Context: an optimization exercise on an open-source flow, tuned for small area, a short achievable clock period and few clock cycles. The choices shown serve that exercise and are no tape-out recipe.
RTL that was checked went through simulation tests only; none was proved equivalent to the original.
The flow treats the clock pin as an ideal source, which a real chip does not have.
Power is estimated from default activity; no workload was simulated.

== JK ==
==> flow/design.v (excerpt) <==
module round_robin_thread_scheduler
#(
  parameter int MAX_THREADS = 16
) (
  input  wire logic        clk_i,
  input  wire logic        rst_ni,
  input  wire logic        in_valid_i,
  output logic             in_stall_o,
  input  wire logic [2:0]  mode_i,
  input  wire logic [3:0]  thread_id_i,
  input  wire logic [15:0] sleep_quanta_i,
  output logic             out_valid_o,
  input  wire logic        out_stall_i,
  output logic [1:0]       status_o,
  output logic [31:0]      result_value_o,
  output logic [3:0]       running_thread_o,
  output logic             running_valid_o,
  output logic [31:0]      total_quanta_o
);
For scale: about 1100 flip-flops, ~100 I/O pins.
clock: 12.0 ns
lec_check: 0
cap_margin: 20
core_margin: 2
core_utilization: 60
place_density: 0.7
slew_margin: 20
tns_end_percent: 0
standard.sh (not shown) runs the stock make flow with config.mk's settings and CLKGATE_MAP_FILE= SYNTH_SCRIPT=/design/flow/synth_recipe.tcl, a recipe that flattens the netlist after the stock synthesis.
==> flow/flow/run.sh <==
#!/bin/bash
# Standard layout with a tighter setup repair target (the clock stays at the design's period),
# a clock tree of smaller buffers, larger sink clusters and no dummy loads, and port buffers
# sized up before clock tree synthesis.
cp standard.sh standard_copy.txt
export SETUP_SLACK_MARGIN=${SETUP_SLACK_MARGIN_OVERRIDE:-8.4}
export CTS_ARGS="-sink_clustering_enable -repair_clock_nets -dont_use_dummy_load -sink_clustering_size 22 -sink_clustering_max_diameter 100 -buf_list {sky130_fd_sc_hd__clkbuf_16}"
export PRE_CTS_TCL=$PWD/flow/iobuf.tcl
bash standard.sh > standard.log 2>&1
==> flow/flow/iobuf.tcl <==
# Size up the port buffers: the standard flow leaves slow delay cells or small buffers on the
# ports whose paths already meet the repair target.
proc iobuf_fix { inst } {
  set cell [get_property $inst ref_name]
  if { [string match "*dly*" $cell] || [string match "*__buf_1" $cell] || [string match "*__buf_2" $cell] } {
    puts "iobuf: [get_full_name $inst] $cell -> sky130_fd_sc_hd__buf_4"
    replace_cell [get_full_name $inst] sky130_fd_sc_hd__buf_4
  }
}
foreach port [all_outputs] {
  set net [get_nets -quiet [get_full_name $port]]
  if { $net == "" } { continue }
  foreach pin [get_pins -quiet -of_objects $net -filter "direction == output"] {
    iobuf_fix [get_cells -of_objects $pin]
  }
}
foreach port [all_inputs] {
  set name [get_full_name $port]
  if { $name == "clk_i" } { continue }
  set net [get_nets -quiet $name]
  if { $net == "" } { continue }
  foreach pin [get_pins -quiet -of_objects $net -filter "direction == input"] {
    iobuf_fix [get_cells -of_objects $pin]
  }
}
Testbench counts of JK, summed over its fixed seeds: cycles 49,907.
What MS does differently from JK at the input level:
==> flow/flow/run.sh <==
#!/bin/bash
# Standard layout with a tighter setup repair target (the clock stays at the design's period),
# a clock tree of fewer buffers and no dummy loads, port buffers sized up before clock tree
# synthesis, and cells stepped down in size after it wherever the worst slack allows.
cp standard.sh standard_copy.txt
export SETUP_SLACK_MARGIN=${SETUP_SLACK_MARGIN_OVERRIDE:-8.4}
export CTS_ARGS="-sink_clustering_enable -repair_clock_nets -dont_use_dummy_load -sink_clustering_size 22 -sink_clustering_max_diameter 100 -buf_list {sky130_fd_sc_hd__clkbuf_16}"
export PRE_CTS_TCL=$PWD/flow/iobuf.tcl
export POST_CTS_TCL=$PWD/flow/downsize.tcl
bash standard.sh > standard.log 2>&1
==> flow/flow/downsize.tcl (new file) <==
estimate_parasitics -placement
# Area recovery: step each cell down to the next smaller drive of the same function while the
# worst setup slack stays at or above what it was, and no max slew / capacitance violation appears.
proc ds_smaller { master } {
  # sky130_fd_sc_hd__<func>_<n> -> list of smaller sizes of the same function, largest first
  if { ![regexp {^(sky130_fd_sc_hd__[a-z0-9]+)_([0-9]+)$} $master -> base n] } { return {} }
  set out {}
  foreach lc [get_lib_cells ${base}_*] {
    set name [get_name $lc]
    if { [regexp "^${base}_(\[0-9\]+)\$" $name -> m] && $m < $n } { lappend out [list $m $name] }
  }
  set out [lsort -integer -decreasing -index 0 $out]
  return [lmap x $out { lindex $x 1 }]
}
set ds_dont_use [list]
foreach p $::env(DONT_USE_CELLS) { foreach lc [get_lib_cells -quiet $p] { lappend ds_dont_use [get_name $lc] } }
proc ds_violations {} {
  return [expr { [sta::max_slew_violation_count] + [sta::max_capacitance_violation_count] }]
}
set ds_target [expr { [sta::worst_slack -max] - 0.001 }]
set ds_viol [ds_violations]
puts "downsize: start wns [sta::worst_slack -max] viol $ds_viol"
set insts {}
foreach inst [get_cells *] {
  set m [get_property $inst ref_name]
  if { [string match "*clkbuf*" $m] || [string match "*tap*" $m] || [string match "*fill*" $m] || [string match "*decap*" $m] } { continue }
  if { [regexp {_([0-9]+)$} $m -> n] && $n > 1 } { lappend insts $inst }
}
set changed 0
foreach inst $insts {
  set name [get_full_name $inst]
  set orig [get_property $inst ref_name]
  foreach cand [ds_smaller $orig] {
    if { [lsearch -exact $ds_dont_use $cand] >= 0 } { continue }
    set cur [get_property [get_cells $name] ref_name]
    replace_cell $name $cand
    if { [sta::worst_slack -max] < $ds_target || [ds_violations] > $ds_viol } {
      replace_cell $name $cur
      break
    }
    incr changed
  }
}
puts "downsize: end wns [sta::worst_slack -max] changes $changed"
Findings:
- Share of total power in sequential cells: MS vs JK up 0.3 points
- Lower combinational power share among JK and MS: MS
- From JK to MS the numbers moved as follows: reported leakage power decreased by 0.00047 µW relative to the old numbers; starting DRC count in detailed routing increased about 2.6%; met1 track demand over resource in global routing shows no meaningful change.
- Diff MS..JK | post-route antenna net violation count | unchanged
- Diff JK -> MS: number of non-filler instances in the completed layout about even, final worst setup slack fell 0.021 ns, share of layout cells above drive strength 1 fell 5.0 points, clock skew fell 0.0092 ns.
- Taking JK as the reference point, the final standard cell area without fillers of MS falls by 1.2%.

Another version of the RTL of round_robin_thread_scheduler (not shown whole).
Size: about 3,600 cells after synthesis, roughly 100 I/O pins.
clock: 12.0 ns
lec_check: 0
cap_margin: 20
core_margin: 2
core_utilization: 52
place_density: 0.62
slew_margin: 20
tns_end_percent: 5
==> flow/flow/run.sh <==
#!/bin/bash
# Standard layout with a tighter setup repair target (the clock stays at the design's period),
# a clock tree of fewer buffers and no dummy loads, port buffers sized up before clock tree
# synthesis, and cells stepped down in size after it wherever the worst slack allows.
cp standard.sh standard_copy.txt
export SETUP_SLACK_MARGIN=${SETUP_SLACK_MARGIN_OVERRIDE:-8.6}
export CTS_ARGS="-sink_clustering_enable -repair_clock_nets -dont_use_dummy_load -sink_clustering_size 22 -sink_clustering_max_diameter 100 -buf_list {sky130_fd_sc_hd__clkbuf_16}"
export PRE_CTS_TCL=$PWD/flow/iobuf.tcl
export POST_CTS_TCL=$PWD/flow/downsize.tcl
bash standard.sh > standard.log 2>&1
Scripts as last shown in full above: flow/flow/iobuf.tcl
Other scripts of this flow, unchanged in this note and not shown: flow/flow/downsize.tcl
Testbench counts at the start, summed over its fixed seeds: cycles 49,907.
Change:
- SLEW_MARGIN: 20 -> 50
- TNS_END_PERCENT: 5 -> 0
Final area shrinks by 0.70%.
Clock power is about the same.
Critical path depth shrinks by 3.
Power shrinks by about 3.2%.
Via count shrinks by 0.61%.
Change:
- CORE_UTILIZATION: 52 -> 60
- PLACE_DENSITY: 0.62 -> 0.7
- SLEW_MARGIN: 50 -> 40
The new run completed with no timing, DRC or antenna violations.
Area after synthesis stays the same.
Clock-buffer cell count went down by 1.
Power increases by 1.5%.
Cell count came out lower by 2.5%.
Global-route usage went up by 3.6 points.
Change:
--- a/flow/flow/run.sh
+++ b/flow/flow/run.sh
@@ -9,2 +9,3 @@
 export POST_CTS_TCL=$PWD/flow/downsize.tcl
+export REMOVE_ABC_BUFFERS=1
 bash standard.sh > standard.log 2>&1
- CORE_UTILIZATION: 60 -> 52
- PLACE_DENSITY: 0.7 -> 0.62
- SLEW_MARGIN: 40 -> 20
Worst setup slack got worse by 0.12 ns. Area after synthesis does not change. Final cell count is higher by 2.7%. Design area shrinks by 0.51%. Routed wire length climbs by 0.94%. Combinational power came out lower by about 6%. Sequential power hardly moves. Total power came out lower by 0.93%. Worst hold slack gains 0.015 ns. Global-route usage came out lower by 4.0 points. Count of clock-buffer cells in the layout rose by 1.

The RTL this note starts from:
==> flow/design.v <==
`default_nettype none
package rrts_pkg;
  typedef enum logic [2:0] {
    MODE_TICK   = 3'd0,
    MODE_SPAWN  = 3'd1,
    MODE_TERM   = 3'd2,
    MODE_BLOCK  = 3'd3,
    MODE_RESUME = 3'd4,
    MODE_SLEEP  = 3'd5,
    MODE_QUERY  = 3'd6,
    MODE_NOP    = 3'd7
  } mode_e;
  typedef enum logic [1:0] {
    STAT_OK       = 2'd0,
    STAT_NO_FREE  = 2'd1,
    STAT_NO_THR   = 2'd2,
    STAT_MAIN_SLP = 2'd3
  } status_e;
  typedef enum logic [1:0] {
    RS_READY   = 2'd0,
    RS_RUNNING = 2'd1,
    RS_BLOCKED = 2'd2
  } run_state_e;
  localparam logic [31:0] QuantaMax = 32'hFFFF_FFFF;
endpackage
`default_nettype wire
`default_nettype none
module rrts_sat_inc
(
  input  wire logic [31:0] a_i,
  output logic      [31:0] inc_o
);
  assign inc_o = (a_i == rrts_pkg::QuantaMax) ? a_i : a_i + 32'd1;
endmodule
`default_nettype wire
`default_nettype none
module round_robin_thread_scheduler
#(
  parameter int MAX_THREADS = 16
) (
  input  wire logic        clk_i,
  input  wire logic        rst_ni,
  input  wire logic        in_valid_i,
  output logic             in_stall_o,
  input  wire logic [2:0]  mode_i,
  input  wire logic [3:0]  thread_id_i,
  input  wire logic [15:0] sleep_quanta_i,
  output logic             out_valid_o,
  input  wire logic        out_stall_i,
  output logic [1:0]       status_o,
  output logic [31:0]      result_value_o,
  output logic [3:0]       running_thread_o,
  output logic             running_valid_o,
  output logic [31:0]      total_quanta_o
);
  localparam int N = 16;
  logic [N-1:0]  used_q, rdy_q, held_q, slp_q;
  logic [31:0]   ptq_q [N];
  logic [15:0]   dl_q  [N];
  logic [N*N-1:0] ob_q;
  logic [3:0]    cur_q;
  logic          curv_q;
  logic [31:0]   gq_q;
  logic          ov_q;
  logic [1:0]    st_q;
  logic [31:0]   val_q;
  logic          upd_q, qry_q, qv_q;
  logic          sw_q, pop_q, rq_q, fw_q;
  logic          spawn_q, term_q, blk_q, res_q, slpc_q;
  logic [3:0]    tgt_q;
  assign in_stall_o = ov_q | upd_q;
  logic accept;
  assign accept = in_valid_i & ~in_stall_o;
  function automatic logic older(input logic [N*N-1:0] m, input int i, input int j);
    older = (i < j) ? m[i*N+j] : ~m[j*N+i];
  endfunction
  logic [N-1:0] head_oh;
  always_comb begin
    for (int i = 0; i < N; i++) begin
      head_oh[i] = rdy_q[i];
      for (int j = 0; j < N; j++)
        if (j != i) head_oh[i] = head_oh[i] & (~rdy_q[j] | older(ob_q, i, j));
    end
  end
  logic [3:0] head;
  always_comb begin
    head = '0;
    for (int i = 0; i < N; i++) if (head_oh[i]) head = head | 4'(i);
  end
  logic qne;
  assign qne = |rdy_q;
  logic [3:0] fid;
  logic       anyfree;
  always_comb begin
    fid = '0;
    for (int i = N-1; i >= 0; i--) if (!used_q[i]) fid = 4'(i);
  end
  assign anyfree = ~&used_q;
  logic [3:0]  rsel_q;
  logic [31:0] rdat, rinc;
  assign rdat = ptq_q[rsel_q];
  rrts_sat_inc u_inc (.a_i(rdat), .inc_o(rinc));
  logic [31:0] gq_inc;
  rrts_sat_inc u_ginc (.a_i(gq_q), .inc_o(gq_inc));
  logic is_tick, is_spawn, is_term, is_blk, is_res, is_slp, is_qry;
  assign is_tick  = mode_i == rrts_pkg::MODE_TICK;
  assign is_spawn = mode_i == rrts_pkg::MODE_SPAWN;
  assign is_term  = mode_i == rrts_pkg::MODE_TERM;
  assign is_blk   = mode_i == rrts_pkg::MODE_BLOCK;
  assign is_res   = mode_i == rrts_pkg::MODE_RESUME;
  assign is_slp   = mode_i == rrts_pkg::MODE_SLEEP;
  assign is_qry   = mode_i == rrts_pkg::MODE_QUERY;
  logic usedt, runt, slp_ok, swx, sw;
  assign usedt  = used_q[thread_id_i];
  assign runt   = curv_q & (cur_q == thread_id_i);
  assign slp_ok = curv_q & (cur_q != 4'd0);
  assign swx    = ((is_term | is_blk) & usedt & runt) | (is_slp & slp_ok);
  assign sw     = is_tick | swx;
  logic [1:0] st_d;
  always_comb begin
    st_d = rrts_pkg::STAT_OK;
    if (is_spawn && !anyfree) st_d = rrts_pkg::STAT_NO_FREE;
    if ((is_term || is_blk || is_res || is_qry) && !usedt) st_d = rrts_pkg::STAT_NO_THR;
    if (is_slp && !curv_q) st_d = rrts_pkg::STAT_NO_THR;
    if (is_slp && curv_q && cur_q == 4'd0) st_d = rrts_pkg::STAT_MAIN_SLP;
  end
  logic [3:0] cur_d;
  logic       curv_d;
  always_comb begin
    cur_d  = cur_q;
    curv_d = curv_q;
    if (is_tick) begin
      if (qne) begin
        cur_d  = head;
        curv_d = 1'b1;
      end
    end else if (swx) begin
      cur_d  = qne ? head : 4'd0;
      curv_d = qne;
    end
  end
  logic [16:0] dsum;
  logic        dsat, fw_d;
  logic [15:0] dl_d;
  assign dsum = {1'b0, gq_q[15:0]} + {1'b0, sleep_quanta_i};
  assign dsat = dsum[16] & (&gq_q[31:16]);
  assign dl_d = dsat ? 16'hFFFF : dsum[15:0];
  assign fw_d = (sleep_quanta_i[15:1] == 15'd0) | (&gq_q[31:1]);
  always_ff @(posedge clk_i or negedge rst_ni) begin
    if (!rst_ni) begin
      ov_q   <= 1'b0;
      upd_q  <= 1'b0;
      qry_q  <= 1'b0;
      cur_q  <= 4'd0;
      curv_q <= 1'b1;
      rsel_q <= 4'd0;
      gq_q   <= 32'd1;
    end else begin
      upd_q <= accept;
      qry_q <= accept & is_qry;
      if (ov_q && !out_stall_i) ov_q <= 1'b0;
      if (qry_q) ov_q <= 1'b1;
      if (accept) begin
        ov_q   <= ~is_qry;
        cur_q  <= cur_d;
        curv_q <= curv_d;
        rsel_q <= is_qry ? thread_id_i : cur_d;
        if (sw) gq_q <= gq_inc;
      end
    end
  end
  always_ff @(posedge clk_i) begin
    if (accept) begin
      st_q  <= st_d;
      val_q <= (is_spawn && anyfree) ? 32'(fid) : 32'd0;
    end
    if (qv_q) val_q <= rdat;
  end
  always_ff @(posedge clk_i) begin
    sw_q    <= accept & sw;
    qv_q    <= accept & is_qry & usedt;
    pop_q   <= accept & sw & qne;
    rq_q    <= accept & is_tick & curv_q & qne;
    fw_q    <= accept & is_slp & slp_ok & fw_d;
    spawn_q <= accept & is_spawn & anyfree;
    term_q  <= accept & is_term & usedt;
    blk_q   <= accept & is_blk & usedt;
    res_q   <= accept & is_res & usedt;
    slpc_q  <= accept & is_slp & slp_ok;
    tgt_q   <= is_spawn ? fid : ((is_tick | is_slp) ? cur_q : thread_id_i);
  end
  always_ff @(posedge clk_i) begin
    for (int i = 1; i < N; i++)
      if (accept && is_slp && slp_ok && cur_q == 4'(i)) dl_q[i] <= dl_d;
  end
  logic [N-1:0] tsel, wake, push, rqsel;
  always_comb begin
    for (int i = 0; i < N; i++) begin
      tsel[i]  = tgt_q == 4'(i);
      rqsel[i] = rq_q & tsel[i];
      if (i == 0) wake[i] = 1'b0;
      else wake[i] = sw_q & used_q[i] & slp_q[i] & (dl_q[i] == gq_q[15:0]);
      push[i] = rqsel[i] | (wake[i] & ~held_q[i]) | ((fw_q | spawn_q) & tsel[i])
              | (res_q & tsel[i] & used_q[i] & ~rdy_q[i] & ~slp_q[i]
                 & ~(curv_q & cur_q == 4'(i)));
    end
  end
  always_ff @(posedge clk_i or negedge rst_ni) begin
    if (!rst_ni) begin
      used_q <= N'(1);
      rdy_q  <= '0;
      held_q <= '0;
      slp_q  <= '0;
    end else begin
      for (int i = 0; i < N; i++) begin
        if (tsel[i] && spawn_q) begin
          used_q[i] <= 1'b1;
          held_q[i] <= 1'b0;
          slp_q[i]  <= 1'b0;
        end
        if (tsel[i] && term_q) begin
          used_q[i] <= 1'b0;
          held_q[i] <= 1'b0;
          slp_q[i]  <= 1'b0;
        end
        if (tsel[i] && blk_q) held_q[i] <= 1'b1;
        if (tsel[i] && res_q) held_q[i] <= 1'b0;
        if (i != 0 && tsel[i] && slpc_q && !fw_q) slp_q[i] <= 1'b1;
        if (wake[i]) slp_q[i] <= 1'b0;
        if ((pop_q && cur_q == 4'(i)) || (tsel[i] && (term_q || blk_q))) rdy_q[i] <= 1'b0;
        if (push[i]) rdy_q[i] <= 1'b1;
      end
    end
  end
  always_ff @(posedge clk_i) begin
    for (int i = 0; i < N; i++)
      for (int j = i + 1; j < N; j++)
        if (push[i] || push[j]) ob_q[i*N+j] <= push[j] & ~(push[i] & rqsel[j]);
  end
  always_ff @(posedge clk_i or negedge rst_ni) begin
    if (!rst_ni) begin
      ptq_q[0] <= 32'd1;
    end else begin
      if (tsel[0] && spawn_q) ptq_q[0] <= '0;
      else if (sw_q && curv_q && rsel_q == 4'd0) ptq_q[0] <= rinc;
    end
  end
  always_ff @(posedge clk_i) begin
    for (int i = 1; i < N; i++) begin
      if (tsel[i] && spawn_q) ptq_q[i] <= '0;
      else if (sw_q && curv_q && rsel_q == 4'(i)) ptq_q[i] <= rinc;
    end
  end
  assign out_valid_o      = ov_q;
  assign status_o         = st_q;
  assign result_value_o   = val_q;
  assign running_thread_o = cur_q;
  assign running_valid_o  = curv_q;
  assign total_quanta_o   = gq_q;
endmodule
`default_nettype wire
Settings: LEC_CHECK=0, CAP_MARGIN=20, CORE_MARGIN=2, CORE_UTILIZATION=40, SLEW_MARGIN=20; clock period 12.0 ns.
==> flow/flow/run.sh <==
#!/bin/bash
# Standard layout with a tighter setup repair target (the clock stays at the design's period).
cp standard.sh standard_copy.txt
export SETUP_SLACK_MARGIN=${SETUP_SLACK_MARGIN_OVERRIDE:-7.5}
bash standard.sh > standard.log 2>&1
Change:
==> flow/run.sh (new file) <==
#!/bin/bash
# synth_recipe.tcl (not shown) runs the flow's synth.tcl, then flattens the netlist and writes it again
# the make line also repeats each setting of config.mk as NAME=value (left out here)
make -C /OpenROAD-flow-scripts/flow DESIGN_CONFIG=/design/flow/config.mk WORK_HOME=/design/flow/orfs CLKGATE_MAP_FILE= SYNTH_SCRIPT=/design/flow/synth_recipe.tcl finish
SETUP_SLACK_MARGIN = 5   (was not set)
removed: flow/flow/run.sh
removed: flow/standard.sh
The changed run finished with timing, DRC and antenna clean.
Setup slack is worse by 1.9 ns.
Power shrinks by 8.0%.
Utilization shrinks by 2.0 points.
Register-to-register slack is worse by 1.9 ns.
Clock-buffer cell count grows by 1.
Hold slack is better by 0.0076 ns.
Global-route usage shrinks by 0.55 points.
Die area is unchanged.
No functional check of the RTL was part of any run of this note.

==> re-timing with driven ports <==
How much do the figures lean on ideal ports? The routed layouts below were timed once more, with nothing changed but the port constraints. Step 1 sets driving cells, clkbuf_16 on the clock port and buf_2 on the other inputs (assumed; they add their load-dependent delay and slew). Step 2 times the ports against the registers' clock, not the clock port: input delays grow and output delays shrink by t, the midpoint of the rising clock arrivals with the driver on. Three values: ideal, step 1, step 2; two values: the first two.
| run | t, ns | setup WS [ns] | hold WS [ns] | latest minus earliest clock arrival (ns) | cell pins on the clock port's net |
|---|---|---|---|---|---|
| JK | 0.715 | 8.122 / 8.084 / 7.370 | 0.463 / 0.463 / 0.463 | 0.095 / 0.095 | 1 |
| MS | 0.716 | 8.101 / 8.073 / 7.358 | 0.459 / 0.459 / 0.459 | 0.086 / 0.087 | 1 |
| the first run of note 2 | 0.713 | 8.179 / 8.179 / 7.489 | 0.468 / 0.468 / 0.468 | 0.068 / 0.069 | 1 |
| the second run of note 2 | 0.739 | 8.248 / 8.175 / 7.585 | 0.463 / 0.463 / 0.463 | 0.066 / 0.066 | 1 |
| the third run of note 2 | 0.710 | 8.345 / 8.273 / 7.731 | 0.468 / 0.468 / 0.468 | 0.072 / 0.072 | 1 |
| the fourth run of note 2 | 0.719 | 8.226 / 8.176 / 7.582 | 0.483 / 0.483 / 0.483 | 0.090 / 0.089 | 1 |
| the first run of note 3 | 0.814 | 7.486 / 7.453 / 6.704 | 0.474 / 0.474 / 0.474 | 0.043 / 0.042 | 1 |
| the second run of note 3 | 0.809 | 5.594 / 5.594 / 5.594 | 0.482 / 0.482 / 0.482 | 0.050 / 0.051 | 1 |
After both steps setup and hold are still met in every run listed. The setup slack of the first run of note 3, which loses most, moves by -0.033 ns with the drivers and by -0.782 ns with both steps.
